This design comes from an exercise in tuning for small area, a short achievable clock period and few clock cycles per item on the open sky130 flow, not from production work. The RTL was checked by simulation tests, not by an equivalence proof against the original design.

## flow/design.v

```verilog
`timescale 1ns/1ps
`default_nettype none
module cordic_top (
    input  logic               clk,
    input  logic               rst,
    input  logic               valid_in,
    input  logic [31:0]        angle_ieee754,
    output logic signed [15:0] sin_ieee754,
    output logic signed [15:0] cos_ieee754,
    output logic               valid,
    output logic signed [2:0]  flip_out
);
    logic       armed_q, s1_q, it_q, post_q, valid_q;
    logic [2:0] p_q;                   
    logic       idle, go;
    assign idle = ~(s1_q | it_q | post_q);
    assign go   = valid_in & armed_q & idle;
    logic [7:0]  w_e;
    logic        w_ok, w_neg;
    logic        w_inr;
    logic [25:0] w_mm, w_fix;
    logic [48:0] w_base;
    logic [8:0]  w_h;
    logic [3:0]  w_Q;
    logic [5:0]  w_rh;
    logic [22:0] w_r;
    logic [9:0]  w_c [0:11];
    logic [11:0] w_ge, w_oh;
    always_comb begin
        w_e   = angle_ieee754[30:23];
        w_ok  = (w_e != 8'd0) && (w_e < 8'd137);
        w_neg = angle_ieee754[31] & w_ok;
        w_mm  = {1'b1, angle_ieee754[22:0], 2'b00};     
        w_inr  = w_e[7] ? (w_e[6:0] <= 7'd8) : (w_e[6:0] >= 7'd110);
        w_base = w_e[7] ? {w_mm, 23'd0} : {32'd0, w_mm[25:9]};
        w_fix  = w_inr ? 26'(w_base >> (~w_e[4:0])) : 26'd0;
        w_h   = w_fix[25:17];
        for (int k = 0; k < 12; k++) begin
            w_c[k]  = {1'b0, w_h} - 10'(45 * k);
            w_ge[k] = ~w_c[k][9];
        end
        w_Q  = 4'd0;
        w_rh = 6'd0;
        for (int k = 0; k < 12; k++) begin
            w_oh[k] = w_ge[k] & ((k == 11) ? 1'b1 : ~w_ge[(k + 1) % 12]);
            w_rh    = w_rh | ({6{w_oh[k]}} & w_c[k][5:0]);
            w_Q     = w_Q | ({4{w_oh[k]}} & 4'(k));
        end
        w_r   = {w_rh, w_fix[16:0]};
    end
    logic [22:0] r_q;
    logic [2:0]  fl0_q, fl_q;          
    logic signed [15:0] w_z5;
    logic signed [18:0] w_x5, w_y5;
    logic               w_t1, w_t2, w_t3, w_t4;
    logic [3:0]         w_d;               
    always_comb begin
        w_t1 = (r_q >= 23'd2949116);
        case (w_t1)
            1'b1: begin
                w_t2 = (r_q >= 23'd4690078);
                case (w_t2)
                    1'b1: begin
                        w_t3 = (r_q >= 23'd5609962);
                        if (w_t3) w_t4 = 1'b0;
                        else        w_t4 = (r_q >= 23'd5143030);
                    end
                    1'b0: begin
                        w_t3 = (r_q >= 23'd3770194);
                        if (w_t3) w_t4 = (r_q >= 23'd4237126);
                        else        w_t4 = (r_q >= 23'd3303262);
                    end
                endcase
            end
            1'b0: begin
                w_t2 = (r_q >= 23'd1208154);
                case (w_t2)
                    1'b1: begin
                        w_t3 = (r_q >= 23'd2128039);
                        if (w_t3) w_t4 = (r_q >= 23'd2594971);
                        else        w_t4 = (r_q >= 23'd1661106);
                    end
                    1'b0: begin
                        w_t3 = (r_q >= 23'd288270);
                        if (w_t3) w_t4 = (r_q >= 23'd755202);
                        else        w_t4 = 1'b1;
                    end
                endcase
            end
        endcase
        w_d = {w_t1, w_t2, w_t3, w_t4};
        case (w_d)
            4'd15:    begin w_x5 = -19'sd14378; w_y5 = 19'sd130194; end
            4'd14:    begin w_x5 = 19'sd1944; w_y5 = 19'sd130972; end
            4'd13:    begin w_x5 = 19'sd18111; w_y5 = 19'sd129729; end
            4'd12:    begin w_x5 = 19'sd34123; w_y5 = 19'sd126465; end
            4'd11:    begin w_x5 = 19'sd48580; w_y5 = 19'sd121644; end
            4'd10:    begin w_x5 = 19'sd63348; w_y5 = 19'sd114650; end
            4'd9:     begin w_x5 = 19'sd77028; w_y5 = 19'sd105944; end
            4'd8:     begin w_x5 = 19'sd89620; w_y5 = 19'sd95530; end
            4'd7:     begin w_x5 = 19'sd95530; w_y5 = 19'sd89620; end
            4'd6:     begin w_x5 = 19'sd105944; w_y5 = 19'sd77028; end
            4'd5:     begin w_x5 = 19'sd114650; w_y5 = 19'sd63348; end
            4'd4:     begin w_x5 = 19'sd121644; w_y5 = 19'sd48580; end
            4'd3:     begin w_x5 = 19'sd126465; w_y5 = 19'sd34123; end
            4'd2:     begin w_x5 = 19'sd129729; w_y5 = 19'sd18111; end
            4'd1:     begin w_x5 = 19'sd130972; w_y5 = 19'sd1944; end
            default:  begin w_x5 = 19'sd130194; w_y5 = -19'sd14378; end
        endcase
    end
    wire [25:0] m_t = {3'b000, r_q} + {r_q, 3'b000};
    wire m_c25 = (w_d == 4'd1) | (w_d == 4'd2) | (w_d == 4'd5) | (w_d == 4'd6) | (w_d == 4'd8) | (w_d == 4'd11) | (w_d == 4'd12) | (w_d == 4'd15);
    wire m_c26 = (w_d == 4'd1) | (w_d == 4'd4) | (w_d == 4'd6) | (w_d == 4'd7) | (w_d == 4'd10) | (w_d == 4'd12) | (w_d == 4'd13) | (w_d == 4'd15);
    wire m_c27 = (w_d == 4'd2) | (w_d == 4'd5) | (w_d == 4'd6) | (w_d == 4'd8) | (w_d == 4'd11) | (w_d == 4'd12) | (w_d == 4'd14) | (w_d == 4'd15);
    wire m_c28 = (w_d == 4'd0) | (w_d == 4'd2) | (w_d == 4'd3) | (w_d == 4'd4) | (w_d == 4'd6) | (w_d == 4'd7) | (w_d == 4'd10) | (w_d == 4'd14);
    wire m_c29 = (w_d == 4'd1) | (w_d == 4'd2) | (w_d == 4'd4) | (w_d == 4'd7) | (w_d == 4'd9) | (w_d == 4'd10) | (w_d == 4'd12) | (w_d == 4'd15);
    wire m_c30 = (w_d == 4'd3) | (w_d == 4'd5) | (w_d == 4'd6) | (w_d == 4'd7) | (w_d == 4'd8) | (w_d == 4'd9) | (w_d == 4'd10) | (w_d == 4'd12);
    wire m_c31 = (w_d == 4'd2) | (w_d == 4'd3) | (w_d == 4'd6) | (w_d == 4'd7) | (w_d == 4'd10) | (w_d == 4'd13);
    wire m_c32 = (w_d == 4'd4) | (w_d == 4'd5) | (w_d == 4'd6) | (w_d == 4'd7) | (w_d == 4'd8) | (w_d == 4'd9) | (w_d == 4'd10) | (w_d == 4'd14) | (w_d == 4'd15);
    wire m_c33 = (w_d == 4'd11) | (w_d == 4'd12) | (w_d == 4'd13) | (w_d == 4'd14) | (w_d == 4'd15);
    wire m_c34 = (w_d == 4'd4) | (w_d == 4'd5) | (w_d == 4'd6) | (w_d == 4'd7) | (w_d == 4'd8) | (w_d == 4'd9) | (w_d == 4'd10) | (w_d == 4'd11);
    wire m_c35 = (w_d == 4'd12) | (w_d == 4'd13) | (w_d == 4'd14) | (w_d == 4'd15);
    wire m_c37 = (w_d == 4'd0) | (w_d == 4'd1) | (w_d == 4'd2) | (w_d == 4'd3) | (w_d == 4'd4) | (w_d == 4'd5) | (w_d == 4'd6) | (w_d == 4'd7);
    wire m_c38 = (w_d == 4'd1) | (w_d == 4'd3) | (w_d == 4'd5) | (w_d == 4'd7) | (w_d == 4'd8) | (w_d == 4'd10) | (w_d == 4'd12) | (w_d == 4'd14);
    wire m_c39 = (w_d == 4'd1) | (w_d == 4'd2) | (w_d == 4'd5) | (w_d == 4'd6) | (w_d == 4'd10) | (w_d == 4'd11) | (w_d == 4'd14) | (w_d == 4'd15);
    wire m_1 = m_t[10] ^ ~r_q[0];
    wire m_2 = m_t[10] & ~r_q[0];
    wire m_3 = m_t[11] ^ ~r_q[1];
    wire m_4 = m_t[11] & ~r_q[1];
    wire m_5 = m_t[12] ^ ~r_q[2];
    wire m_6 = m_t[12] & ~r_q[2];
    wire m_7 = m_t[13] ^ ~r_q[3];
    wire m_8 = m_t[13] & ~r_q[3];
    wire m_9 = m_t[0] ^ m_t[14] ^ ~r_q[4];
    wire m_10 = (m_t[0] & m_t[14]) | (m_t[0] & ~r_q[4]) | (m_t[14] & ~r_q[4]);
    wire m_11 = m_t[1] ^ m_t[15] ^ ~r_q[5];
    wire m_12 = (m_t[1] & m_t[15]) | (m_t[1] & ~r_q[5]) | (m_t[15] & ~r_q[5]);
    wire m_13 = m_t[2] ^ m_t[16] ^ ~r_q[6];
    wire m_14 = (m_t[2] & m_t[16]) | (m_t[2] & ~r_q[6]) | (m_t[16] & ~r_q[6]);
    wire m_15 = m_t[3] ^ m_t[17] ^ ~r_q[7];
    wire m_16 = (m_t[3] & m_t[17]) | (m_t[3] & ~r_q[7]) | (m_t[17] & ~r_q[7]);
    wire m_17 = m_t[4] ^ m_t[18] ^ ~r_q[8];
    wire m_18 = (m_t[4] & m_t[18]) | (m_t[4] & ~r_q[8]) | (m_t[18] & ~r_q[8]);
    wire m_19 = m_t[5] ^ m_t[19] ^ ~r_q[9];
    wire m_20 = (m_t[5] & m_t[19]) | (m_t[5] & ~r_q[9]) | (m_t[19] & ~r_q[9]);
    wire m_21 = m_t[6] ^ m_t[20] ^ ~r_q[10];
    wire m_22 = (m_t[6] & m_t[20]) | (m_t[6] & ~r_q[10]) | (m_t[20] & ~r_q[10]);
    wire m_23 = m_t[7] ^ m_t[21];
    wire m_24 = m_t[7] & m_t[21];
    wire m_25 = m_t[8] ^ m_t[22] ^ ~r_q[12];
    wire m_26 = (m_t[8] & m_t[22]) | (m_t[8] & ~r_q[12]) | (m_t[22] & ~r_q[12]);
    wire m_27 = m_t[9] ^ m_t[23];
    wire m_28 = m_t[9] & m_t[23];
    wire m_29 = m_t[10] ^ m_t[24];
    wire m_30 = m_t[10] & m_t[24];
    wire m_31 = m_t[11] ^ m_t[25];
    wire m_32 = m_t[11] & m_t[25];
    wire m_33 = m_t[5] ^ ~r_q[0];
    wire m_34 = m_t[5] & ~r_q[0];
    wire m_35 = m_t[6] ^ ~r_q[1];
    wire m_36 = m_t[6] & ~r_q[1];
    wire m_37 = m_t[7] ^ ~r_q[2];
    wire m_38 = m_t[7] & ~r_q[2];
    wire m_39 = m_t[8] ^ ~r_q[3];
    wire m_40 = m_t[8] & ~r_q[3];
    wire m_41 = m_t[9] ^ ~r_q[4];
    wire m_42 = m_t[9] & ~r_q[4];
    wire m_43 = m_1 ^ ~r_q[5] ^ ~r_q[12];
    wire m_44 = (m_1 & ~r_q[5]) | (m_1 & ~r_q[12]) | (~r_q[5] & ~r_q[12]);
    wire m_45 = m_2 ^ m_3 ^ ~r_q[6];
    wire m_46 = (m_2 & m_3) | (m_2 & ~r_q[6]) | (m_3 & ~r_q[6]);
    wire m_47 = m_4 ^ m_5 ^ ~r_q[7];
    wire m_48 = (m_4 & m_5) | (m_4 & ~r_q[7]) | (m_5 & ~r_q[7]);
    wire m_49 = m_6 ^ m_7 ^ ~r_q[8];
    wire m_50 = (m_6 & m_7) | (m_6 & ~r_q[8]) | (m_7 & ~r_q[8]);
    wire m_51 = m_8 ^ m_9 ^ ~r_q[9];
    wire m_52 = (m_8 & m_9) | (m_8 & ~r_q[9]) | (m_9 & ~r_q[9]);
    wire m_53 = m_10 ^ m_11 ^ ~r_q[10];
    wire m_54 = (m_10 & m_11) | (m_10 & ~r_q[10]) | (m_11 & ~r_q[10]);
    wire m_55 = m_12 ^ m_13 ^ ~r_q[11];
    wire m_56 = (m_12 & m_13) | (m_12 & ~r_q[11]) | (m_13 & ~r_q[11]);
    wire m_57 = m_14 ^ m_15 ^ ~r_q[12];
    wire m_58 = (m_14 & m_15) | (m_14 & ~r_q[12]) | (m_15 & ~r_q[12]);
    wire m_59 = m_16 ^ m_17 ^ ~r_q[13];
    wire m_60 = (m_16 & m_17) | (m_16 & ~r_q[13]) | (m_17 & ~r_q[13]);
    wire m_61 = m_18 ^ m_19 ^ ~r_q[14];
    wire m_62 = (m_18 & m_19) | (m_18 & ~r_q[14]) | (m_19 & ~r_q[14]);
    wire m_63 = m_20 ^ m_21 ^ ~r_q[15];
    wire m_64 = (m_20 & m_21) | (m_20 & ~r_q[15]) | (m_21 & ~r_q[15]);
    wire m_65 = m_22 ^ m_23 ^ ~r_q[11];
    wire m_66 = (m_22 & m_23) | (m_22 & ~r_q[11]) | (m_23 & ~r_q[11]);
    wire m_67 = m_24 ^ m_25 ^ ~r_q[17];
    wire m_68 = (m_24 & m_25) | (m_24 & ~r_q[17]) | (m_25 & ~r_q[17]);
    wire m_69 = m_26 ^ m_27 ^ ~r_q[13];
    wire m_70 = (m_26 & m_27) | (m_26 & ~r_q[13]) | (m_27 & ~r_q[13]);
    wire m_71 = m_28 ^ m_29 ^ ~r_q[14];
    wire m_72 = (m_28 & m_29) | (m_28 & ~r_q[14]) | (m_29 & ~r_q[14]);
    wire m_73 = m_30 ^ m_31 ^ ~r_q[15];
    wire m_74 = (m_30 & m_31) | (m_30 & ~r_q[15]) | (m_31 & ~r_q[15]);
    wire m_75 = m_32 ^ m_t[12] ^ ~r_q[16];
    wire m_76 = (m_32 & m_t[12]) | (m_32 & ~r_q[16]) | (m_t[12] & ~r_q[16]);
    wire m_77 = m_t[13] ^ ~r_q[17];
    wire m_78 = m_t[13] & ~r_q[17];
    wire m_79 = m_33 ^ ~r_q[7];
    wire m_80 = m_33 & ~r_q[7];
    wire m_81 = m_34 ^ m_35 ^ ~r_q[8];
    wire m_82 = (m_34 & m_35) | (m_34 & ~r_q[8]) | (m_35 & ~r_q[8]);
    wire m_83 = m_36 ^ m_37 ^ ~r_q[9];
    wire m_84 = (m_36 & m_37) | (m_36 & ~r_q[9]) | (m_37 & ~r_q[9]);
    wire m_85 = m_38 ^ m_39 ^ ~r_q[10];
    wire m_86 = (m_38 & m_39) | (m_38 & ~r_q[10]) | (m_39 & ~r_q[10]);
    wire m_87 = m_40 ^ m_41 ^ ~r_q[11];
    wire m_88 = (m_40 & m_41) | (m_40 & ~r_q[11]) | (m_41 & ~r_q[11]);
    wire m_89 = m_42 ^ m_43 ^ 1'b1;
    wire m_90 = (m_42 & m_43) | (m_42 & 1'b1) | (m_43 & 1'b1);
    wire m_91 = m_44 ^ m_45 ^ ~r_q[13];
    wire m_92 = (m_44 & m_45) | (m_44 & ~r_q[13]) | (m_45 & ~r_q[13]);
    wire m_93 = m_46 ^ m_47 ^ ~r_q[14];
    wire m_94 = (m_46 & m_47) | (m_46 & ~r_q[14]) | (m_47 & ~r_q[14]);
    wire m_95 = m_48 ^ m_49 ^ ~r_q[15];
    wire m_96 = (m_48 & m_49) | (m_48 & ~r_q[15]) | (m_49 & ~r_q[15]);
    wire m_97 = m_50 ^ m_51 ^ ~r_q[16];
    wire m_98 = (m_50 & m_51) | (m_50 & ~r_q[16]) | (m_51 & ~r_q[16]);
    wire m_99 = m_52 ^ m_53 ^ ~r_q[17];
    wire m_100 = (m_52 & m_53) | (m_52 & ~r_q[17]) | (m_53 & ~r_q[17]);
    wire m_101 = m_54 ^ m_55 ^ ~r_q[18];
    wire m_102 = (m_54 & m_55) | (m_54 & ~r_q[18]) | (m_55 & ~r_q[18]);
    wire m_103 = m_56 ^ m_57 ^ ~r_q[19];
    wire m_104 = (m_56 & m_57) | (m_56 & ~r_q[19]) | (m_57 & ~r_q[19]);
    wire m_105 = m_58 ^ m_59 ^ ~r_q[20];
    wire m_106 = (m_58 & m_59) | (m_58 & ~r_q[20]) | (m_59 & ~r_q[20]);
    wire m_107 = m_60 ^ m_61 ^ ~r_q[21];
    wire m_108 = (m_60 & m_61) | (m_60 & ~r_q[21]) | (m_61 & ~r_q[21]);
    wire m_109 = m_62 ^ m_63 ^ ~r_q[22];
    wire m_110 = (m_62 & m_63) | (m_62 & ~r_q[22]) | (m_63 & ~r_q[22]);
    wire m_111 = m_64 ^ m_65 ^ ~r_q[16];
    wire m_112 = (m_64 & m_65) | (m_64 & ~r_q[16]) | (m_65 & ~r_q[16]);
    wire m_113 = m_66 ^ m_67 ^ 1'b1;
    wire m_114 = (m_66 & m_67) | (m_66 & 1'b1) | (m_67 & 1'b1);
    wire m_115 = m_68 ^ m_69 ^ ~r_q[18];
    wire m_116 = (m_68 & m_69) | (m_68 & ~r_q[18]) | (m_69 & ~r_q[18]);
    wire m_117 = m_70 ^ m_71 ^ ~r_q[19];
    wire m_118 = (m_70 & m_71) | (m_70 & ~r_q[19]) | (m_71 & ~r_q[19]);
    wire m_119 = m_72 ^ m_73 ^ ~r_q[20];
    wire m_120 = (m_72 & m_73) | (m_72 & ~r_q[20]) | (m_73 & ~r_q[20]);
    wire m_121 = m_74 ^ m_75 ^ ~r_q[21];
    wire m_122 = (m_74 & m_75) | (m_74 & ~r_q[21]) | (m_75 & ~r_q[21]);
    wire m_123 = m_76 ^ m_77 ^ ~r_q[22];
    wire m_124 = (m_76 & m_77) | (m_76 & ~r_q[22]) | (m_77 & ~r_q[22]);
    wire m_125 = m_78 ^ m_t[14] ^ ~r_q[18];
    wire m_126 = (m_78 & m_t[14]) | (m_78 & ~r_q[18]) | (m_t[14] & ~r_q[18]);
    wire m_127 = m_t[15] ^ ~r_q[19];
    wire m_128 = m_t[15] & ~r_q[19];
    wire m_129 = m_t[16] ^ ~r_q[20];
    wire m_130 = m_t[16] & ~r_q[20];
    wire m_131 = m_t[17] ^ ~r_q[21];
    wire m_132 = m_t[17] & ~r_q[21];
    wire m_133 = m_t[18] ^ ~r_q[22];
    wire m_134 = m_t[18] & ~r_q[22];
    wire m_l1 = m_114 ^ m_115;
    wire m_l2 = m_114 & m_115;
    wire m_l3 = m_116 ^ m_117 ^ m_c26;
    wire m_l4 = (m_116 & m_117) | (m_116 & m_c26) | (m_117 & m_c26);
    wire m_l5 = m_118 ^ m_119 ^ m_c27;
    wire m_l6 = (m_118 & m_119) | (m_118 & m_c27) | (m_119 & m_c27);
    wire m_l7 = m_120 ^ m_121 ^ m_c28;
    wire m_l8 = (m_120 & m_121) | (m_120 & m_c28) | (m_121 & m_c28);
    wire m_l9 = m_122 ^ m_123 ^ m_c29;
    wire m_l10 = (m_122 & m_123) | (m_122 & m_c29) | (m_123 & m_c29);
    wire m_l11 = m_124 ^ m_125 ^ m_c30;
    wire m_l12 = (m_124 & m_125) | (m_124 & m_c30) | (m_125 & m_c30);
    wire m_l13 = m_126 ^ m_127 ^ m_c31;
    wire m_l14 = (m_126 & m_127) | (m_126 & m_c31) | (m_127 & m_c31);
    wire m_l15 = m_128 ^ m_129 ^ m_c32;
    wire m_l16 = (m_128 & m_129) | (m_128 & m_c32) | (m_129 & m_c32);
    wire m_l17 = m_130 ^ m_131 ^ m_c33;
    wire m_l18 = (m_130 & m_131) | (m_130 & m_c33) | (m_131 & m_c33);
    wire m_l19 = m_132 ^ m_133 ^ m_c34;
    wire m_l20 = (m_132 & m_133) | (m_132 & m_c34) | (m_133 & m_c34);
    wire m_l21 = m_134 ^ m_t[19] ^ m_c35;
    wire m_l22 = (m_134 & m_t[19]) | (m_134 & m_c35) | (m_t[19] & m_c35);
    wire m_l23 = m_t[20] ^ 1'b1;
    wire m_l24 = m_t[20] & 1'b1;
    wire m_l25 = m_t[21] ^ m_c37;
    wire m_l26 = m_t[21] & m_c37;
    wire m_l27 = m_t[22] ^ m_c38;
    wire m_l28 = m_t[22] & m_c38;
    wire m_l29 = m_t[23] ^ m_c39;
    wire m_l30 = m_t[23] & m_c39;
    wire [39:0] m_a = {m_l28, m_l26, m_l24, m_l22, m_l20, m_l18, m_l16, m_l14, m_l12, m_l10, m_l8, m_l6, m_l4, m_l2, m_l1, m_112, m_110, m_108, m_106, m_104, m_102, m_100, m_98, m_96, m_94, m_92, m_90, m_88, m_86, m_84, m_82, m_80, m_79, m_t[4], m_t[3], m_t[2], m_t[1], m_t[0], ~r_q[1], ~r_q[0]};
    wire [39:0] m_b = {m_l29, m_l27, m_l25, m_l23, m_l21, m_l19, m_l17, m_l15, m_l13, m_l11, m_l9, m_l7, m_l5, m_l3, m_c25, m_113, m_111, m_109, m_107, m_105, m_103, m_101, m_99, m_97, m_95, m_93, m_91, m_89, m_87, m_85, m_83, m_81, 1'b1, ~r_q[6], ~r_q[5], ~r_q[4], ~r_q[3], ~r_q[2], 1'b0, 1'b1};
    wire [39:0] m_s = m_a + m_b;
    assign w_z5 = m_s[39:24];
    logic signed [18:0] x_q, y_q;
    logic [15:0]        zu_q;
    logic               w_da, w_db;
    logic signed [15:0] w_z5r;
    logic signed [12:0] w_z6;
    logic signed [18:0] w_xa, w_ya, w_xb, w_yb, w_xs1, w_ys1, w_xs2, w_ys2;
    logic [15:0]        w_zun;
    always_comb begin
        w_z5r = {~zu_q[15], zu_q[14:0]};
        w_da  = zu_q[15];
        w_z6  = 13'(w_da ? (w_z5r - 16'sd4095) : (w_z5r + 16'sd4095));
        w_db  = (p_q == 3'd0) ? ~w_z6[12] : zu_q[14];
        w_zun = (p_q == 3'd0) ? {w_z6[11:0], 4'b0000} : {zu_q[13:0], 2'b00};
        case (p_q)
            3'd0:    begin w_xs1 = x_q >>> 5;  w_ys1 = y_q >>> 5;  end
            3'd1:    begin w_xs1 = x_q >>> 7;  w_ys1 = y_q >>> 7;  end
            3'd2:    begin w_xs1 = x_q >>> 9;  w_ys1 = y_q >>> 9;  end
            default: begin w_xs1 = x_q >>> 11; w_ys1 = y_q >>> 11; end
        endcase
        w_xa  = x_q + (w_ys1 ^ {19{w_da}}) + {18'd0, w_da};
        w_ya  = y_q + (w_xs1 ^ {19{~w_da}}) + {18'd0, ~w_da};
        case (p_q)
            3'd0:    begin w_xs2 = w_xa >>> 6;  w_ys2 = w_ya >>> 6;  end
            3'd1:    begin w_xs2 = w_xa >>> 8;  w_ys2 = w_ya >>> 8;  end
            3'd2:    begin w_xs2 = w_xa >>> 10; w_ys2 = w_ya >>> 10; end
            default: begin w_xs2 = w_xa >>> 12; w_ys2 = w_ya >>> 12; end
        endcase
        w_xb  = w_xa + (w_ys2 ^ {19{w_db}}) + {18'd0, w_db};
        w_yb  = w_ya + (w_xs2 ^ {19{~w_db}}) + {18'd0, ~w_db};
    end
    logic signed [5:0]  w_Hx, w_Hy, w_Hs, w_Hc;
    logic [6:0]         w_Lx, w_Ly, w_Ls, w_Lc;
    logic               w_x1, w_x0, w_y1, w_y0;
    logic signed [7:0]  w_sx0, w_sx1, w_sx2, w_sx3, w_sy0, w_sy1, w_sy2, w_sy3, w_ss, w_sc;
    logic signed [5:0]  w_X0, w_X1, w_X2, w_Y0, w_Y1, w_Y2;
    logic               w_ns, w_nc;
    logic signed [15:0] w_sin, w_cos;
    function automatic logic signed [5:0] hstep(input logic signed [5:0] h,
                                                input logic signed [7:0] s,
                                                input logic a1, input logic a0);
        if (!s[7] && s[6] && a1)
            hstep = h + 6'sd1;
        else if (s[7] && a0)
            hstep = h - 6'sd1;
        else
            hstep = h;
    endfunction
    function automatic logic signed [15:0] round_q15(input logic signed [5:0] h,
                                                     input logic [6:0] lh,
                                                     input logic signed [7:0] s,
                                                     input logic n);
        logic signed [5:0]  hn;
        logic [6:0]         ln;
        logic signed [8:0]  w;
        logic signed [8:0]  mid;
        logic signed [6:0]  top;
        logic signed [15:0] rm, r0, rp;
        hn = n ? ~h : h;
        ln = n ? ~lh : lh;
        w  = n ? (9'sd66 - {s[7], s}) : ({s[7], s} + 9'sd2);
        mid = {2'b00, ln} - 9'sd1;
        top = {hn[5], hn} + {{6{mid[8]}}, mid[7]};
        rm  = (top >= 7'sd16) ? 16'sh7FFF : (top < -7'sd16) ? 16'sh8000 : {top[4:0], mid[6:0], w[5:2]};
        mid = {2'b00, ln};
        top = {hn[5], hn};
        r0  = (top >= 7'sd16) ? 16'sh7FFF : (top < -7'sd16) ? 16'sh8000 : {top[4:0], mid[6:0], w[5:2]};
        mid = {2'b00, ln} + 9'sd1;
        top = {hn[5], hn} + {6'd0, mid[7]};
        rp  = (top >= 7'sd16) ? 16'sh7FFF : (top < -7'sd16) ? 16'sh8000 : {top[4:0], mid[6:0], w[5:2]};
        if (w[8])
            round_q15 = rm;
        else if (w[6])
            round_q15 = rp;
        else
            round_q15 = r0;
    endfunction
    always_comb begin
        w_Hx = x_q[18:13];
        w_Hy = y_q[18:13];
        w_Lx = x_q[12:6];
        w_Ly = y_q[12:6];
        w_x1 = &x_q[12:6];
        w_x0 = ~|x_q[12:6];
        w_y1 = &y_q[12:6];
        w_y0 = ~|y_q[12:6];
        w_sx0 = {2'b00, x_q[5:0]};
        w_sy0 = {2'b00, y_q[5:0]};
        w_X0 = hstep(w_Hx, w_sx0, w_x1, w_x0) >>> 0;
        w_Y0 = hstep(w_Hy, w_sy0, w_y1, w_y0) >>> 0;
        w_sx1 = w_sx0 + ({{2{w_Y0[5]}}, w_Y0} ^ {8{zu_q[15]}}) + {7'd0, zu_q[15]};
        w_sy1 = w_sy0 + ({{2{w_X0[5]}}, w_X0} ^ {8{~zu_q[15]}}) + {7'd0, ~zu_q[15]};
        w_X1 = hstep(w_Hx, w_sx1, w_x1, w_x0) >>> 1;
        w_Y1 = hstep(w_Hy, w_sy1, w_y1, w_y0) >>> 1;
        w_sx2 = w_sx1 + ({{2{w_Y1[5]}}, w_Y1} ^ {8{zu_q[14]}}) + {7'd0, zu_q[14]};
        w_sy2 = w_sy1 + ({{2{w_X1[5]}}, w_X1} ^ {8{~zu_q[14]}}) + {7'd0, ~zu_q[14]};
        w_X2 = hstep(w_Hx, w_sx2, w_x1, w_x0) >>> 2;
        w_Y2 = hstep(w_Hy, w_sy2, w_y1, w_y0) >>> 2;
        w_sx3 = w_sx2 + ({{2{w_Y2[5]}}, w_Y2} ^ {8{zu_q[13]}}) + {7'd0, zu_q[13]};
        w_sy3 = w_sy2 + ({{2{w_X2[5]}}, w_X2} ^ {8{~zu_q[13]}}) + {7'd0, ~zu_q[13]};
        w_ns  = fl_q[1] ^ fl_q[2];
        w_nc  = fl_q[1] ^ fl_q[0];
        w_Hs  = fl_q[0] ? w_Hx : w_Hy;
        w_Ls  = fl_q[0] ? w_Lx : w_Ly;
        w_ss  = fl_q[0] ? w_sx3 : w_sy3;
        w_Hc  = fl_q[0] ? w_Hy : w_Hx;
        w_Lc  = fl_q[0] ? w_Ly : w_Lx;
        w_sc  = fl_q[0] ? w_sy3 : w_sx3;
        w_sin = round_q15(w_Hs, w_Ls, w_ss, w_ns);
        w_cos = round_q15(w_Hc, w_Lc, w_sc, w_nc);
    end
    always_ff @(posedge clk or negedge rst) begin
        if (!rst) begin
            armed_q <= 1'b0;
            s1_q    <= 1'b0;
            it_q    <= 1'b0;
            post_q  <= 1'b0;
            valid_q <= 1'b0;
        end else begin
            armed_q <= 1'b1;
            s1_q    <= go;
            if (s1_q)
                it_q <= 1'b1;
            else if (p_q == 3'd3)
                it_q <= 1'b0;
            post_q  <= it_q & (p_q == 3'd3);
            valid_q <= post_q;
        end
    end
    always_ff @(posedge clk) begin
        r_q   <= w_r;
        fl0_q <= {w_neg, w_Q[1:0]};
        if (s1_q) begin
            fl_q <= fl0_q;
            x_q  <= w_x5;
            y_q  <= w_y5;
            zu_q <= {~w_z5[15], w_z5[14:0]};
            p_q  <= 3'd0;
        end else begin
            x_q  <= w_xb;
            y_q  <= w_yb;
            zu_q <= w_zun;
            p_q  <= p_q + 3'd1;
        end
    end
    logic signed [15:0] sin_q, cos_q;
    logic [2:0]         flip_q;
    always_ff @(posedge clk or negedge rst) begin
        if (!rst) begin
            sin_q  <= '0;
            cos_q  <= '0;
            flip_q <= '0;
        end else if (post_q) begin
            sin_q  <= w_sin;
            cos_q  <= w_cos;
            flip_q <= fl_q;
        end
    end
    assign sin_ieee754 = sin_q;
    assign cos_ieee754 = cos_q;
    assign flip_out    = flip_q;
    assign valid       = valid_q;
endmodule
`default_nettype wire
```

## flow/run.sh

```bash
#!/bin/bash
# synth_recipe.tcl (not shown) runs the flow's synth.tcl, then flattens the netlist and writes it again
# the make line also repeats each setting of config.mk as NAME=value (left out here)
make -C /OpenROAD-flow-scripts/flow DESIGN_CONFIG=/design/flow/config.mk WORK_HOME=/design/flow/orfs CLKGATE_MAP_FILE= SYNTH_SCRIPT=/design/flow/synth_recipe.tcl finish
```

## flow/config.mk

```make
export PLATFORM = sky130hd
export DESIGN_NAME = cordic_top
export DESIGN_NICKNAME = cordic_top
export VERILOG_FILES = /design/flow/design.v
export SDC_FILE = /design/flow/constraint.sdc
export NUM_CORES = 4
export LEC_CHECK = 0
export ABC_AREA = 1
export CAP_MARGIN = 20
export CORE_MARGIN = 2
export CORE_UTILIZATION = 40
export PLACE_DENSITY = 0.75
export SETUP_SLACK_MARGIN = 4.5
export SLEW_MARGIN = 20
```

## flow/constraint.sdc

```tcl
create_clock -name core_clock -period 12.0 [get_ports {clk}]
set_input_delay 2.4000 -clock core_clock [delete_from_list [all_inputs] [get_ports {clk}]]
set_output_delay 2.4000 -clock core_clock [all_outputs]
set_load 0.01 [all_outputs]
```

==> results.sh, run 1 <==
export IMPL_die_x_um=250.0
export IMPL_area_delta_synth_final_pct=13.27
export IMPL_clk_latency_ns=0.49
export IMPL_grt_pass1_vias=23901
export IMPL_fin_skew_ns=0.01709
export IMPL_tightest_slew_ns=0.9996
export IMPL_synth_top_family_by_area="simple AND/OR/NAND/NOR gates"
export IMPL_ys_warn_count=2
export IMPL_r2r_end="zu_q[15]$_DFF_P_"
export IMPL_wl_um=80490
export IMPL_cp_data_arrival_time_ns=7.48
export IMPL_timing_hold_ws_ns=0.4083
export IMPL_synth_xor_area_share_pct=9.414
export IMPL_grt_setup_unrepaired="true"
export IMPL_synth_compound_area_share_pct=21.50
export IMPL_slew_violations=0
export IMPL_finalCritPeriodShare_pct=59.32
export IMPL_grt_pass1_wl_um=125900
export IMPL_mappedNetlistArea_um2=24220
export IMPL_outcome="timing/DRC/antenna clean"
export IMPL_slowest_delay_ns=0.51
export IMPL_cts_sinks=126
export IMPL_die_area_um2=62520
export IMPL_r2r_cells=36
export IMPL_drv_cap=0
export IMPL_relSlewSlack_pct=32.85
export IMPL_vias=26411
export IMPL_place_gp_congestion=0.9888
export IMPL_ys_seq_elements=126
export IMPL_core_um2=60130
export IMPL_portBuffers=70
export IMPL_cts_tree="done"
export IMPL_grt_max_degree=67
export IMPL_overflow=0
export IMPL_cp_startpoint="r_q[18]$_DFF_P_"
export IMPL_yosys_top_cells_area="ha_1 (13%), nand2_1 (12%), inv_1 (7.6%)"
export IMPL_ios=71
export IMPL_fin_ws_ns=4.882
export IMPL_yosys_area_share_adder_pct=19.07
export IMPL_synth_enable_flop_cells=3
export IMPL_synthMuxAreaShare_pct=0.1292
export IMPL_cts_htree_levels=4
export IMPL_setup_viol=0
export IMPL_fmax_mhz=140.5
export IMPL_final_nets=4205
export IMPL_synth_most_common_cell="nand2_1"
export IMPL_fillers=6178
export IMPL_place_ws_ns=3.743
export IMPL_reg2reg_from="r_q[18]$_DFF_P_"
export IMPL_synth_top_cell_by_area="ha_1"
export IMPL_drive_gt1_share_pct=10.71
export IMPL_cp_max_fo=16
export IMPL_postSynthAreaPerCell_um2=6.373
export IMPL_drc=0
export IMPL_clk_pin_slew_ns=0.07
export IMPL_hold_viol_final=0
export IMPL_ys_async_sr_fraction_pct=31.75
export IMPL_critPathCaptureType="flip-flop"
export IMPL_syn_nets=4162
export IMPL_r2r_slack_ns=4.88
export IMPL_numCtsBuffers=17
export IMPL_worstPathRequired_ns=12.36
export IMPL_viasPerCell=5.693
export IMPL_fin_util_pct=45.62
export IMPL_crit_path_start_kind="flip-flop"
export IMPL_min_path_type="reg2reg"
export IMPL_cts_root_buf="clkbuf_16"
export IMPL_antenna_left=0
export IMPL_crit_top_cell="inv_1"
export IMPL_fp_dieH_um=250.0
export IMPL_synth_flop_cell="dfxtp_1"
export IMPL_yosysUniqueCellTypes=72
export IMPL_dp_hpwl_um=62370
export IMPL_postCtsHoldBufs=0
export IMPL_crit_slowest_cell="dfxtp_1"
export IMPL_synth_top_cell_area_share_pct=13.28
export IMPL_wl_per_cell_um=17.35
export IMPL_syn_inst=3800
export IMPL_grtUsageTotal_pct=24.78
export IMPL_drtIter0Drc=2733
export IMPL_synth_simple_gate_area_share_pct=28.25
export IMPL_first_pass_iters=7
export IMPL_antenna_found_initial=3
export IMPL_finalSetupTns_ns=0
export IMPL_clk_path_buf_depth=2
export IMPL_synth_common_cells="nand2_1 (782), inv_1 (491), o21ai_0 (340), nor2_1 (338), a21oi_1 (296)"
export IMPL_initial_utilization_pct=40.27
export IMPL_finalCriticalPeriod_ns=7.118
export IMPL_seq_area_frac_synth_pct=11.37
export IMPL_std_cell_rows=90
export IMPL_path_class="reg2reg"
export IMPL_critPathCapture="zu_q[15]$_DFF_P_"
-- critical path: cells and delay by family, from the launching register on --
| kind | cells | cell delay [ns] |
|---|---|---|
| xor+xnor | 1 | 0.19 |
| fa+ha+maj | 3 | 1.06 |
| flops | 1 | 0.51 |
| compound gates | 10 | 1.24 |
| buf+inv | 7 | 1.12 |
| simple gates | 15 | 2.81 |
-- area by class of cell --
| class | count | area [um2] | area share (%) |
|---|---|---|---|
| multi-input combinational | 3032 | 19690 | 71.77 |
| sequential | 126 | 2778 | 10.13 |
| inverter | 523 | 2033 | 7.412 |
| timing repair buffer | 139 | 1363 | 4.967 |
| tap | 782 | 978.4 | 3.567 |
| clock buffer | 24 | 481.7 | 1.756 |
| clock inverter | 8 | 82.58 | 0.3011 |
| timing repair inverter | 4 | 23.77 | 0.08667 |
| antenna | 1 | 2.502 | 0.009123 |
-- how the worst min path moves through the flow --
stage | startpoint | endpoint | slack (ns) | depth (start not counted)
floorplan | post_q$_DFF_PN0_ | valid_q$_DFF_PN0_ | 0.35 | 0
global placement | fl0_q[2]$_DFF_P_ | fl_q[2]$_DFFE_PP_ | 0.39 | 0
detailed placement | fl0_q[2]$_DFF_P_ | fl_q[2]$_DFFE_PP_ | 0.39 | 0
CTS | fl0_q[2]$_DFF_P_ | fl_q[2]$_DFFE_PP_ | 0.41 | 0
global route | fl0_q[2]$_DFF_P_ | fl_q[2]$_DFFE_PP_ | 0.41 | 0
finish | fl0_q[2]$_DFF_P_ | fl_q[2]$_DFFE_PP_ | 0.41 | 0
-- sequential cells by signal, summed over array words and instances, names as in the netlist, 3 cells and up --
name	count
cos_q	16
fl0_q	3
fl_q	3
flip_q	3
p_q	3
r_q	23
sin_q	16
x_q	19
y_q	19
zu_q	16
-- timing repair --
| item | in CTS | in global routing |
|---|---|---|
| buffers inserted | 6 | 35 |
| resized for setup | 52 | 201 |
| setup endpoints to repair | 57 | 63 |
| pin swaps | 3 | 45 |
| cloned | 1 | 8 |
-- through the flow --
| step | instance area [um2] | std cells |
|---|---|---|
| after global placement | 25550 | 4555 |
| after detailed placement | 25550 | 4555 |
| after global routing | 27430 | 4638 |
| after CTS | 26330 | 4594 |
| after floorplan | 24220 | 3800 |
| final | 27430 | 4639 |
-- logic make-up after synthesis --
family,count (synthesis)
simple gates,1537
compound gates,908
buf+inv,642
fa+ha+maj,327
xor+xnor,256
flops,126
mux,3
other cells,1
-- layout by cell type, fill, tap and decap left out, types with 47 or more instances in the layout --
| cell type | netlist | routed |
|---|---|---|
| a21oi_1 | 296 | 270 |
| xor2_1 | 208 | 198 |
| buf_4 | 4 | 56 |
| inv_1 | 491 | 486 |
| fa_1 | 70 | 64 |
| dfxtp_1 | 83 | 70 |
| ha_1 | 257 | 250 |
| o21ai_0 | 340 | 303 |
| nand3_1 | 201 | 198 |
| clkdlybuf4s50_1 | 0 | 67 |
| nand2_2 | 39 | 47 |
| nand2_1 | 782 | 766 |
| nor2_1 | 338 | 329 |
-- routing by layer --
metal  GRT usage (%)  share of wire, %
met2           39.53                45
met1           33.78                43
met5               0             0.027
met4           9.136               3.6
met3           3.713               8.0
Testbench counts, summed over its fixed seeds: cycles 16,808, items 2,400.
==> run 2: changes to the inputs <==
--- a/flow/design.v
+++ b/flow/design.v
@@ -298,26 +298,40 @@
     logic signed [12:0] w_z6;
     logic signed [18:0] w_xa, w_ya, w_xb, w_yb, w_xs1, w_ys1, w_xs2, w_ys2;
     logic [15:0]        w_zun;
+    logic [3:0]         hx_q, hy_q;       
+    logic signed [18:0] w_xsh5, w_xsh7, w_xsh9, w_xsh11, w_ysh5, w_ysh7, w_ysh9, w_ysh11, w_xash6, w_xash8, w_xash10, w_xash12, w_yash6, w_yash8, w_yash10, w_yash12;
     always_comb begin
         w_z5r = {~zu_q[15], zu_q[14:0]};
         w_da  = zu_q[15];
         w_z6  = 13'(w_da ? (w_z5r - 16'sd4095) : (w_z5r + 16'sd4095));
         w_db  = (p_q == 3'd0) ? ~w_z6[12] : zu_q[14];
         w_zun = (p_q == 3'd0) ? {w_z6[11:0], 4'b0000} : {zu_q[13:0], 2'b00};
-        case (p_q)
-            3'd0:    begin w_xs1 = x_q >>> 5;  w_ys1 = y_q >>> 5;  end
-            3'd1:    begin w_xs1 = x_q >>> 7;  w_ys1 = y_q >>> 7;  end
-            3'd2:    begin w_xs1 = x_q >>> 9;  w_ys1 = y_q >>> 9;  end
-            default: begin w_xs1 = x_q >>> 11; w_ys1 = y_q >>> 11; end
-        endcase
+        w_xsh5 = x_q >>> 5;
+        w_xsh7 = x_q >>> 7;
+        w_xsh9 = x_q >>> 9;
+        w_xsh11 = x_q >>> 11;
+        w_ysh5 = y_q >>> 5;
+        w_ysh7 = y_q >>> 7;
+        w_ysh9 = y_q >>> 9;
+        w_ysh11 = y_q >>> 11;
+        w_xs1 = ({19{hx_q[0]}} & w_xsh5) | ({19{hx_q[1]}} & w_xsh7) |
+                ({19{hx_q[2]}} & w_xsh9) | ({19{hx_q[3]}} & w_xsh11);
+        w_ys1 = ({19{hy_q[0]}} & w_ysh5) | ({19{hy_q[1]}} & w_ysh7) |
+                ({19{hy_q[2]}} & w_ysh9) | ({19{hy_q[3]}} & w_ysh11);
         w_xa  = x_q + (w_ys1 ^ {19{w_da}}) + {18'd0, w_da};
         w_ya  = y_q + (w_xs1 ^ {19{~w_da}}) + {18'd0, ~w_da};
-        case (p_q)
-            3'd0:    begin w_xs2 = w_xa >>> 6;  w_ys2 = w_ya >>> 6;  end
-            3'd1:    begin w_xs2 = w_xa >>> 8;  w_ys2 = w_ya >>> 8;  end
-            3'd2:    begin w_xs2 = w_xa >>> 10; w_ys2 = w_ya >>> 10; end
-            default: begin w_xs2 = w_xa >>> 12; w_ys2 = w_ya >>> 12; end
-        endcase
+        w_xash6 = w_xa >>> 6;
+        w_xash8 = w_xa >>> 8;
+        w_xash10 = w_xa >>> 10;
+        w_xash12 = w_xa >>> 12;
+        w_yash6 = w_ya >>> 6;
+        w_yash8 = w_ya >>> 8;
+        w_yash10 = w_ya >>> 10;
+        w_yash12 = w_ya >>> 12;
+        w_xs2 = ({19{hx_q[0]}} & w_xash6) | ({19{hx_q[1]}} & w_xash8) |
+                ({19{hx_q[2]}} & w_xash10) | ({19{hx_q[3]}} & w_xash12);
+        w_ys2 = ({19{hy_q[0]}} & w_yash6) | ({19{hy_q[1]}} & w_yash8) |
+                ({19{hy_q[2]}} & w_yash10) | ({19{hy_q[3]}} & w_yash12);
         w_xb  = w_xa + (w_ys2 ^ {19{w_db}}) + {18'd0, w_db};
         w_yb  = w_ya + (w_xs2 ^ {19{~w_db}}) + {18'd0, ~w_db};
     end
@@ -428,11 +442,15 @@
             y_q  <= w_y5;
             zu_q <= {~w_z5[15], w_z5[14:0]};
             p_q  <= 3'd0;
+            hx_q <= 4'b0001;
+            hy_q <= 4'b0001;
         end else begin
             x_q  <= w_xb;
             y_q  <= w_yb;
             zu_q <= w_zun;
             p_q  <= p_q + 3'd1;
+            hx_q <= {hx_q[2:0], 1'b0};
+            hy_q <= {hy_q[2:0], 1'b0};
         end
     end
     logic signed [15:0] sin_q, cos_q;
--- a/flow/config.mk
+++ b/flow/config.mk
@@ -10,5 +10,5 @@
 export CORE_MARGIN = 2
 export CORE_UTILIZATION = 40
 export PLACE_DENSITY = 0.75
-export SETUP_SLACK_MARGIN = 4.5
+export SETUP_SLACK_MARGIN = 4
 export SLEW_MARGIN = 20
==> results.sh, run 2 <==
export IMPL_synth_top_cell_by_area="ha_1"
export IMPL_yosys_top_cells_area="ha_1 (13%), nand2_1 (13%), xor2_1 (8.1%)"
export IMPL_critPathCaptureType="flip-flop"
export IMPL_relSlewSlack_pct=32.71
export IMPL_grtUsageTotal_pct=23.39
export IMPL_wl_met2_um=35100
export IMPL_ios=71
export IMPL_drv_cap=0
export IMPL_reg2reg_from="x_q[6]$_DFF_P_"
export IMPL_postSynthAreaPerCell_um2=6.351
export IMPL_mappedNetlistArea_um2=24020
export IMPL_drc=0
export IMPL_syn_nets=4143
export IMPL_clk_latency_ns=0.48
export IMPL_final_cell_mix="nand2_1 (800), inv_1 (504), o21ai_0 (339)"
export IMPL_antenna_found_initial=0
export IMPL_final_common_cell="nand2_1"
export IMPL_top_layer="met4"
export IMPL_seq_area_frac_synth_pct=11.79
export IMPL_numCtsBuffers=17
export IMPL_cp_data_arrival_time_ns=7.94
export IMPL_grt_max_degree=69
export IMPL_syn_inst=3783
export IMPL_cts_sinks=130
export IMPL_dp_hpwl_um=59510
export IMPL_largest_register_ffs=23
export IMPL_fillers=6202
export IMPL_synth_flop_cell="dfxtp_1"
export IMPL_outcome="timing/DRC/antenna clean"
export IMPL_top_regs="r_q (23), x_q (19), y_q (19)"
export IMPL_cts_htree_levels=4
export IMPL_drive_gt1_share_pct=5.735
export IMPL_ys_async_sr_fraction_pct=30.77
export IMPL_r2r_slack_ns=4.59
export IMPL_cts_tree="done"
export IMPL_fin_util_pct=44.33
export IMPL_die_area_um2=62040
export IMPL_antenna_left=0
export IMPL_vias=25388
export IMPL_synth_top_cell_area_share_pct=13.28
export IMPL_r2r_end="x_q[18]$_DFF_P_"
export IMPL_synth_xor_area_share_pct=9.838
export IMPL_synth_most_common_cell="nand2_1"
export IMPL_wl_met3_um=4721
export IMPL_cts_root_buf="clkbuf_16"
export IMPL_drtIter0Drc=2306
export IMPL_final_nets=4148
export IMPL_viasPerCell=5.549
export IMPL_synthMuxAreaShare_pct=0.04166
export IMPL_finalSetupTns_ns=0
export IMPL_fp_dieH_um=249.1
export IMPL_finalCriticalPeriod_ns=7.587
export IMPL_grt_pass1_vias=23068
export IMPL_synth_top_family_by_area="simple AND/OR/NAND/NOR gates"
export IMPL_std_cell_rows=89
export IMPL_path_class="in2reg"
export IMPL_finalCritPeriodShare_pct=63.22
export IMPL_fmax_mhz=131.8
export IMPL_overflow=0
export IMPL_ys_seq_elements=130
export IMPL_core_um2=59240
export IMPL_clk_pin_slew_ns=0.07
export IMPL_portBuffers=70
export IMPL_min_path_type="reg2reg"
export IMPL_slew_violations=0
export IMPL_cp_startpoint="angle_ieee754[26]"
export IMPL_clk_path_buf_depth=2
export IMPL_wl_met1_um=32760
export IMPL_grt_setup_unrepaired="true"
export IMPL_top_register="r_q"
export IMPL_tightest_slew_ns=1.008
export IMPL_setup_viol=0
export IMPL_die_x_um=249.1
export IMPL_r2r_cells=47
export IMPL_place_gp_congestion=0.9739
export IMPL_wl_per_cell_um=16.38
export IMPL_initial_utilization_pct=40.55
export IMPL_crit_path_start_kind="input pin"
export IMPL_worstHoldPathCells=0
export IMPL_worstPathRequired_ns=12.35
export IMPL_hold_viol_final=0
export IMPL_synth_simple_gate_area_share_pct=27.16
export IMPL_fin_skew_ns=0.01243
export IMPL_cp_max_fo=28
export IMPL_critPathCapture="r_q[20]$_DFF_P_"
export IMPL_ys_warn_count=2
export IMPL_wl_um=74930
export IMPL_synth_enable_flop_cells=3
export IMPL_synth_common_cells="nand2_1 (801), inv_1 (508), o21ai_0 (352), nor2_1 (298), a21oi_1 (295)"
export IMPL_grt_pass1_wl_um=118900
export IMPL_area_delta_synth_final_pct=9.317
export IMPL_yosys_area_share_adder_pct=19.11
export IMPL_yosysUniqueCellTypes=74
export IMPL_synth_compound_area_share_pct=21.57
export IMPL_first_pass_iters=7
==> run 2: changes by cell type after synthesis, sizes merged, moves of 5 or more <==
cell | previous run | this run
o21ai | 347 | 358
a22oi | 24 | 17
a211oi | 13 | 18
xor2 | 209 | 222
a221oi | 13 | 31
o211ai | 31 | 19
inv | 512 | 522
nand2 | 833 | 840
nor2 | 340 | 300
buf | 32 | 39
clkbuf | 87 | 77
==> run 2: area by class of cell <==
cell class | instances | area, um2 | area share (%)
multi-input combinational | 3002 | 18780 | 71.49
sequential | 130 | 2850 | 10.85
inverter | 535 | 2042 | 7.775
timing repair buffer | 101 | 969.7 | 3.692
tap | 773 | 967.2 | 3.683
clock buffer | 20 | 500.5 | 1.906
clock inverter | 12 | 150.1 | 0.5717
timing repair inverter | 1 | 5.005 | 0.01906
antenna | 1 | 2.502 | 0.009528
==> run 2: kinds of logic after synthesis <==
| logic type | Yosys count |
|---|---|
| mux | 1 |
| simple gates | 1502 |
| xor+xnor | 269 |
| flops | 130 |
| fa+ha+maj | 325 |
| compound gates | 904 |
| other cells | 1 |
| buf+inv | 651 |
==> run 2: worst max-delay path, cell delays in order <==
cell and delay [ns]:
clkdlybuf4s50_1 0.45, buf_4 0.28, clkinv_1 0.63, nor2_1 0.71, inv_1 0.32, o21ai_0 0.22, nor2_1 0.05, nand2_1 0.35
inv_1 0.23, ha_1 0.30, inv_1 0.08, o21ai_0 0.17, a21oi_1 0.24, or2_2 0.15, nand2_1 0.13, inv_1 0.13
o32ai_1 0.09, a2111oi_0 0.45, o2111ai_1 0.19, or3_1 0.34
==> run 2: stage by stage <==
step | worst slack (ns) | hold WS, ns | area, um2 | instances
4_1_cts | 4.118 | 0.4055 | 25990 | 4561
5_1_grt | 3.940 | 0.4093 | 26260 | 4574
3_5_place_dp | 3.927 | 0.3906 | 25340 | 4529
6_report | 4.413 | 0.3998 | 26260 | 4575
3_3_place_gp | 3.889 | 0.3890 | 25340 | 4529
2_1_floorplan | 4.999 | 0.3519 | 24020 | 3783
==> run 2: what timing repair did <==
action / CTS / global route
pin swaps: 0 / 1
hold buffers: 0 / 0
setup buffers: 0 / 12
endpoints found under the setup margin: 16 / 38
gates cloned: 0 / 1
gates resized for setup: 4 / 61
==> run 2: how the worst min path moves through the flow <==
stage | start | end | slack, ns
after floorplan | post_q$_DFF_PN0_ | valid_q$_DFF_PN0_ | 0.35
after global placement | fl0_q[1]$_DFF_P_ | fl_q[1]$_DFFE_PP_ | 0.39
after detailed placement | fl0_q[2]$_DFF_P_ | fl_q[2]$_DFFE_PP_ | 0.39
after CTS | fl0_q[2]$_DFF_P_ | fl_q[2]$_DFFE_PP_ | 0.41
after global routing | fl0_q[1]$_DFF_P_ | fl_q[1]$_DFFE_PP_ | 0.41
final | fl0_q[0]$_DFF_P_ | fl_q[0]$_DFFE_PP_ | 0.40
==> run 2: layer usage <==
layer | up-vias | global-route usage (%)
li1 | 12623 | -
met1 | 11676 | 30.56
met2 | 935 | 39.66
met3 | 154 | 2.926
met4 | 0 | 8.141
met5 | - | 0
Testbench counts of run 2, summed over its fixed seeds: cycles 16,808, items 2,400.
==> run 3: changes to the inputs <==
--- a/flow/config.mk
+++ b/flow/config.mk
@@ -10,5 +10,5 @@
 export CORE_MARGIN = 2
 export CORE_UTILIZATION = 40
 export PLACE_DENSITY = 0.75
-export SETUP_SLACK_MARGIN = 4
+export SETUP_SLACK_MARGIN = 4.5
 export SLEW_MARGIN = 20
==> results.sh, run 3 <==
export IMPL_outcome="timing/DRC/antenna clean"
export IMPL_wl_per_cell_um=16.51
export IMPL_initial_utilization_pct=40.55
export IMPL_clk_pin_slew_ns=0.07
export IMPL_finalCriticalPeriod_ns=7.161
export IMPL_dp_hpwl_um=59510
export IMPL_drc=0
export IMPL_fin_util_pct=44.96
export IMPL_slowest_delay_ns=0.41
export IMPL_path_class="reg2reg"
export IMPL_fmax_mhz=139.6
export IMPL_postCtsHoldBufs=0
export IMPL_synth_top_cell_by_area="ha_1"
export IMPL_relSlewSlack_pct=34.67
export IMPL_drive_gt1_share_pct=7.418
export IMPL_syn_nets=4143
export IMPL_synth_flop_cell="dfxtp_1"
export IMPL_finalCritPeriodShare_pct=59.67
export IMPL_synth_most_common_cell="nand2_1"
export IMPL_finalSetupTns_ns=0
export IMPL_cts_tree="done"
export IMPL_ys_warn_count=2
export IMPL_wl_met2_um=35410
export IMPL_viasPerCell=5.572
export IMPL_drv_cap=0
export IMPL_portBuffers=70
export IMPL_synth_enable_flop_cells=3
export IMPL_yosysUniqueCellTypes=74
export IMPL_grt_pass1_vias=23128
export IMPL_worstPathRequired_ns=12.36
export IMPL_top_register="r_q"
export IMPL_wl_met1_um=32850
export IMPL_std_cell_rows=89
export IMPL_clk_latency_ns=0.48
export IMPL_clk_path_buf_depth=2
export IMPL_wl_met3_um=4939
export IMPL_synth_common_cells="nand2_1 (801), inv_1 (508), o21ai_0 (352), nor2_1 (298), a21oi_1 (295)"
export IMPL_synthMuxAreaShare_pct=0.04166
export IMPL_syn_inst=3783
export IMPL_cts_sinks=130
export IMPL_crit_slowest_cell="dfxtp_4"
export IMPL_largest_register_ffs=23
export IMPL_yosys_area_share_adder_pct=19.11
export IMPL_postSynthAreaPerCell_um2=6.351
export IMPL_synth_simple_gate_area_share_pct=27.16
export IMPL_seq_area_um2=2863
export IMPL_top_layer="met4"
export IMPL_synth_top_cell_area_share_pct=13.28
export IMPL_grtUsageTotal_pct=23.41
export IMPL_cp_max_fo=26
export IMPL_final_common_cell="nand2_1"
export IMPL_ys_async_sr_fraction_pct=30.77
export IMPL_overflow=0
export IMPL_top_regs="r_q (23), x_q (19), y_q (19)"
export IMPL_drtIter0Drc=2263
export IMPL_antenna_found_initial=0
export IMPL_mappedNetlistArea_um2=24020
export IMPL_cp_data_arrival_time_ns=7.52
export IMPL_vias=25568
export IMPL_min_path_type="reg2reg"
export IMPL_cts_root_buf="clkbuf_16"
export IMPL_first_pass_iters=6
export IMPL_critPathTopFamily="compound AO/OA/AOI/OAI gates"
export IMPL_yosys_top_cells_area="ha_1 (13%), nand2_1 (13%), xor2_1 (8.1%)"
export IMPL_die_x_um=249.1
export IMPL_setup_viol=0
export IMPL_ios=71
export IMPL_numCtsBuffers=17
export IMPL_core_um2=59240
export IMPL_synth_compound_area_share_pct=21.57
export IMPL_grt_max_degree=69
export IMPL_timing_hold_ws_ns=0.3980
export IMPL_place_gp_congestion=0.9739
export IMPL_hold_viol_final=0
export IMPL_seq_area_frac_synth_pct=11.79
export IMPL_fillers=6162
export IMPL_grt_setup_unrepaired="true"
export IMPL_crit_buf_inv=8
export IMPL_fin_skew_ns=0.01433
export IMPL_critPathCaptureType="flip-flop"
export IMPL_fp_dieH_um=249.1
export IMPL_final_nets=4162
export IMPL_crit_top_cell="nand2_1"
export IMPL_wl_um=75750
export IMPL_synth_top_family_by_area="simple AND/OR/NAND/NOR gates"
export IMPL_cts_htree_levels=4
export IMPL_slew_violations=0
export IMPL_synth_xor_area_share_pct=9.838
export IMPL_die_area_um2=62040
export IMPL_grt_pass1_wl_um=119100
export IMPL_multiInputGateArea_um2=18990
export IMPL_ys_seq_elements=130
export IMPL_crit_path_start_kind="flip-flop"
export IMPL_antenna_left=0
export IMPL_area_delta_synth_final_pct=10.86
export IMPL_final_cell_mix="nand2_1 (799), inv_1 (503), o21ai_0 (328)"
export IMPL_tightest_slew_ns=0.9719
[run 3: metrics by stage]
step | cell area (um2) | worst slack [ns] | instances
2_1_floorplan | 24020 | 4.999 | 3783
3_3_place_gp | 25340 | 3.889 | 4529
3_5_place_dp | 25340 | 3.927 | 4529
4_1_cts | 26080 | 4.520 | 4563
5_1_grt | 26630 | 4.184 | 4588
6_report | 26630 | 4.839 | 4589
[run 3: layout make-up]
class	count	area share, %
Multi-Input combinational cell	3002	71.31
Clock buffer	20	1.879
Tap cell	773	3.632
Inverter	535	7.719
Timing Repair Buffer	115	4.120
Antenna cell	1	0.009396
Sequential cell	130	10.75
Clock inverter	12	0.5638
Timing Repair inverter	1	0.01879
[run 3: what timing repair did]
| item | in CTS | in global routing |
|---|---|---|
| setup endpoints to repair | 37 | 52 |
| setup buffers | 1 | 24 |
| gates resized for setup | 27 | 115 |
| pin swaps | 1 | 6 |
| gates cloned | 1 | 1 |
[run 3: final timing paths]
path	start	to	slack [ns]	cells past startpoint
min	fl0_q[0]$_DFF_P_	fl_q[0]$_DFFE_PP_	0.40	0
max reg2reg	hx_q[0]$_DFF_P_	y_q[18]$_DFF_P_	4.84	52
max	hx_q[0]$_DFF_P_	y_q[18]$_DFF_P_	4.84	52
min in group asynchronous	rst	flip_q[0]$_DFFE_PN0P_	2.04	1
min reg2reg	fl0_q[0]$_DFF_P_	fl_q[0]$_DFFE_PP_	0.40	0
max in group asynchronous	rst	s1_q$_DFF_PN0_	9.34	1
[run 3: routing by layer]
metal	up-vias	GRT usage [%]
li1	12649	-
met1	11777	30.50
met5	-	0
met2	982	39.57
met3	160	3.083
met4	0	8.434
[run 3: worst reg2reg max path: cells and delay by family (launching register included)]
family,cells,cell delay (ns)
buf+inv,8,0.78
xor+xnor,4,0.77
compound gates,21,3.04
simple gates,17,1.34
fa+ha+maj,2,0.71
flops,1,0.41
[run 3: logic make-up (layout without fill, tap and decap cells)]
kind of cell | after synthesis | after routing
AOI/OAI and AO/OA | 904 | 904
other | 1 | 2
buffers and inverters | 651 | 683
xor gates and xnor gates | 269 | 269
and+or+nand+nor | 1502 | 1502
muxes | 1 | 1
DFF | 130 | 130
adders and majority gates | 325 | 325
==> run 4: changes to the inputs <==
--- a/flow/config.mk
+++ b/flow/config.mk
@@ -10,5 +10,5 @@
 export CORE_MARGIN = 2
 export CORE_UTILIZATION = 40
 export PLACE_DENSITY = 0.75
-export SETUP_SLACK_MARGIN = 4.5
+export SETUP_SLACK_MARGIN = 4.75
 export SLEW_MARGIN = 20
==> results.sh, run 4 <==
export IMPL_outcome="timing/DRC/antenna clean"
export IMPL_cp_max_fo=6
export IMPL_clk_pin_slew_ns=0.07
export IMPL_drc=0
export IMPL_fin_area_um2=27540
export IMPL_cp_startpoint="hx_q[0]$_DFF_P_"
export IMPL_ios=71
export IMPL_critPathCaptureType="flip-flop"
export IMPL_fillers=6068
export IMPL_dp_hpwl_um=59510
export IMPL_antenna_left=0
export IMPL_first_pass_iters=6
export IMPL_fp_dieH_um=249.1
export IMPL_cts_tree="done"
export IMPL_yosys_top_cells_area="ha_1 (13%), nand2_1 (13%), xor2_1 (8.1%)"
export IMPL_portBuffers=70
export IMPL_cts_htree_levels=4
export IMPL_initial_utilization_pct=40.55
export IMPL_final_nets=4212
export IMPL_fmax_mhz=140.5
export IMPL_drive_gt1_share_pct=10.92
export IMPL_ys_async_sr_fraction_pct=30.77
export IMPL_top_register="r_q"
export IMPL_critPathTopFamily="compound AO/OA/AOI/OAI gates"
export IMPL_syn_inst=3783
export IMPL_synth_flop_cell="dfxtp_1"
export IMPL_cts_root_buf="clkbuf_16"
export IMPL_antenna_found_initial=0
export IMPL_finalCriticalPeriod_ns=7.116
export IMPL_slew_violations=0
export IMPL_crit_slowest_cell="dfxtp_4"
export IMPL_slowest_delay_ns=0.39
export IMPL_numCtsBuffers=17
export IMPL_mappedNetlistArea_um2=24020
export IMPL_relSlewSlack_pct=33.40
export IMPL_finalCritPeriodShare_pct=59.30
export IMPL_overflow=0
export IMPL_core_um2=59240
export IMPL_wl_per_cell_um=16.83
export IMPL_place_ws_ns=3.927
export IMPL_r2r_end="y_q[18]$_DFF_P_"
export IMPL_grt_pass1_wl_um=119500
export IMPL_critPathCapture="y_q[18]$_DFF_P_"
export IMPL_synth_most_common_cell="nand2_1"
export IMPL_r2r_slack_ns=4.88
export IMPL_fin_skew_ns=0.01222
export IMPL_yosysUniqueCellTypes=74
export IMPL_path_class="reg2reg"
export IMPL_fin_util_pct=46.48
export IMPL_drtIter0Drc=2458
export IMPL_die_area_um2=62040
export IMPL_ys_seq_elements=130
export IMPL_synth_top_cell_by_area="ha_1"
export IMPL_seq_area_frac_synth_pct=11.79
export IMPL_area_delta_synth_final_pct=14.62
export IMPL_reg2reg_from="hx_q[0]$_DFF_P_"
export IMPL_setup_viol=0
export IMPL_tightest_slew_ns=0.9908
export IMPL_top_regs="r_q (23), x_q (19), y_q (19)"
export IMPL_ys_warn_count=2
export IMPL_drv_cap=0
export IMPL_synth_top_cell_area_share_pct=13.28
export IMPL_crit_top_cell="a21oi_2"
export IMPL_crit_path_start_kind="flip-flop"
export IMPL_std_cell_rows=89
export IMPL_synth_enable_flop_cells=3
export IMPL_grt_setup_unrepaired="true"
export IMPL_r2r_cells=52
export IMPL_placed_area_um2=25340
export IMPL_vias=26026
export IMPL_finalSetupTns_ns=0
export IMPL_final_cell_mix="nand2_1 (785), inv_1 (496), o21ai_0 (313)"
export IMPL_cp_data_arrival_time_ns=7.47
export IMPL_grt_max_degree=69
export IMPL_clk_path_buf_depth=2
export IMPL_viasPerCell=5.611
export IMPL_grt_pass1_vias=23167
export IMPL_place_gp_congestion=0.9739
export IMPL_postCtsHoldBufs=0
export IMPL_largest_register_ffs=23
export IMPL_fin_ws_ns=4.884
export IMPL_final_common_cell="nand2_1"
export IMPL_min_path_type="reg2reg"
export IMPL_worstPathRequired_ns=12.36
export IMPL_postSynthAreaPerCell_um2=6.351
export IMPL_die_x_um=249.1
export IMPL_crit_buf_inv=8
export IMPL_syn_nets=4143
export IMPL_clk_latency_ns=0.48
export IMPL_grtUsageTotal_pct=23.50
export IMPL_antenna_cells=0
export IMPL_cts_sinks=130
export IMPL_wl_um=78060
export IMPL_hold_viol_final=0
export IMPL_synth_common_cells="nand2_1 (801), inv_1 (508), o21ai_0 (352), nor2_1 (298), a21oi_1 (295)"
export IMPL_path_depth=52
[run 4: cell counts after synthesis]
Identical to the previous run, type by type.
[run 4: kinds of logic after synthesis]
kind of cell | count (synthesis) | share of synthesized area (%)
compound gates | 904 | 21.57
other cells | 1 | 0.01561
simple gates | 1502 | 27.16
xor+xnor | 269 | 9.838
buf+inv | 651 | 10.47
mux | 1 | 0.04167
fa+ha+maj | 325 | 19.11
flops | 130 | 11.79
[run 4: timing repair]
| action | CTS | global route |
|---|---|---|
| resized for setup | 57 | 215 |
| pin swaps | 2 | 58 |
| gates cloned | 2 | 7 |
| setup endpoints to repair | 46 | 55 |
| endpoints found under the hold margin | 0 | 0 |
| buffers inserted | 5 | 63 |
[run 4: worst min path at each step]
stage	start	slack, ns	depth (start not counted)	to
4_1_cts	fl0_q[2]$_DFF_P_	0.41	0	fl_q[2]$_DFFE_PP_
6_report	fl0_q[0]$_DFF_P_	0.40	0	fl_q[0]$_DFFE_PP_
3_5_place_dp	fl0_q[2]$_DFF_P_	0.39	0	fl_q[2]$_DFFE_PP_
2_1_floorplan	post_q$_DFF_PN0_	0.35	0	valid_q$_DFF_PN0_
5_1_grt	fl0_q[1]$_DFF_P_	0.41	0	fl_q[1]$_DFFE_PP_
3_3_place_gp	fl0_q[1]$_DFF_P_	0.39	0	fl_q[1]$_DFFE_PP_
[run 4: final cells by class]
class                      instances  area, um2  area share, %
clock buffer                      20      500.5          1.818
sequential                       130       2879          10.46
tap                              773      967.2          3.512
timing repair inverter             3      16.27        0.05907
multi-input combinational       3003      19410          70.48
inverter                         535       2064          7.497
timing repair buffer             162       1550          5.630
clock inverter                    12      150.1         0.5453
[run 4: worst register-to-register path: cells and delay by family, from the launching register on]
family / cells / cell delay, ns
XOR/XNOR: 4 / 0.78
adder cells (fa/ha/maj): 2 / 0.74
flip-flops: 1 / 0.39
AO/OA/AOI/OAI: 21 / 3.03
AND/OR/NAND/NOR: 17 / 1.35
buffers and inverters: 8 / 0.73
[run 4: stage by stage]
stage,hold slack (ns),cells
2_1_floorplan,0.3519,3783
3_3_place_gp,0.3890,4529
3_5_place_dp,0.3906,4529
4_1_cts,0.4055,4568
5_1_grt,0.4093,4638
6_report,0.4005,4638
[run 4: routing by layer]
metal	vias up	global-route usage (%)	wire length [um]
met3	211	3.093	5380
met4	0	8.657	3149
met1	12008	30.55	33260
met5	-	0	0
li1	12763	-	-
met2	1044	39.72	36260

-- afterwards: timing with drivers on the ports --
No port has a modelled driver above. Below, the same layouts with a new extraction and two added sets of constraints. Step 1: set_driving_cell puts a clkbuf_16 on clk and a buf_2 on each other input, an assumption about the parent block. Step 2 moves the port delays by t, midway between the first and last clock arrival at a register: inputs arrive t later, outputs are due t later. That takes back most of the time a late clock gives input paths. a / b / c = ideal / step 1 / step 2; a / b = the first two.
run | t (ns) | slack for setup (ns) | hold WS [ns] | worst data-port slew with drivers (ns)
run 1 | 0.540 | 4.882 / 4.882 / 4.491 | 0.408 / 0.408 / 0.408 | 0.06
run 2 | 0.530 | 4.413 / 4.451 / 3.921 | 0.400 / 0.400 / 0.400 | 0.05
run 3 | 0.526 | 4.839 / 4.839 / 4.352 | 0.398 / 0.398 / 0.398 | 0.05
run 4 | 0.532 | 4.884 / 4.884 / 4.605 | 0.401 / 0.401 / 0.401 | 0.05
After both steps every run listed still meets setup and hold. The setup slack of run 2, which loses most, moves by +0.038 ns with the drivers and by -0.492 ns with both steps.
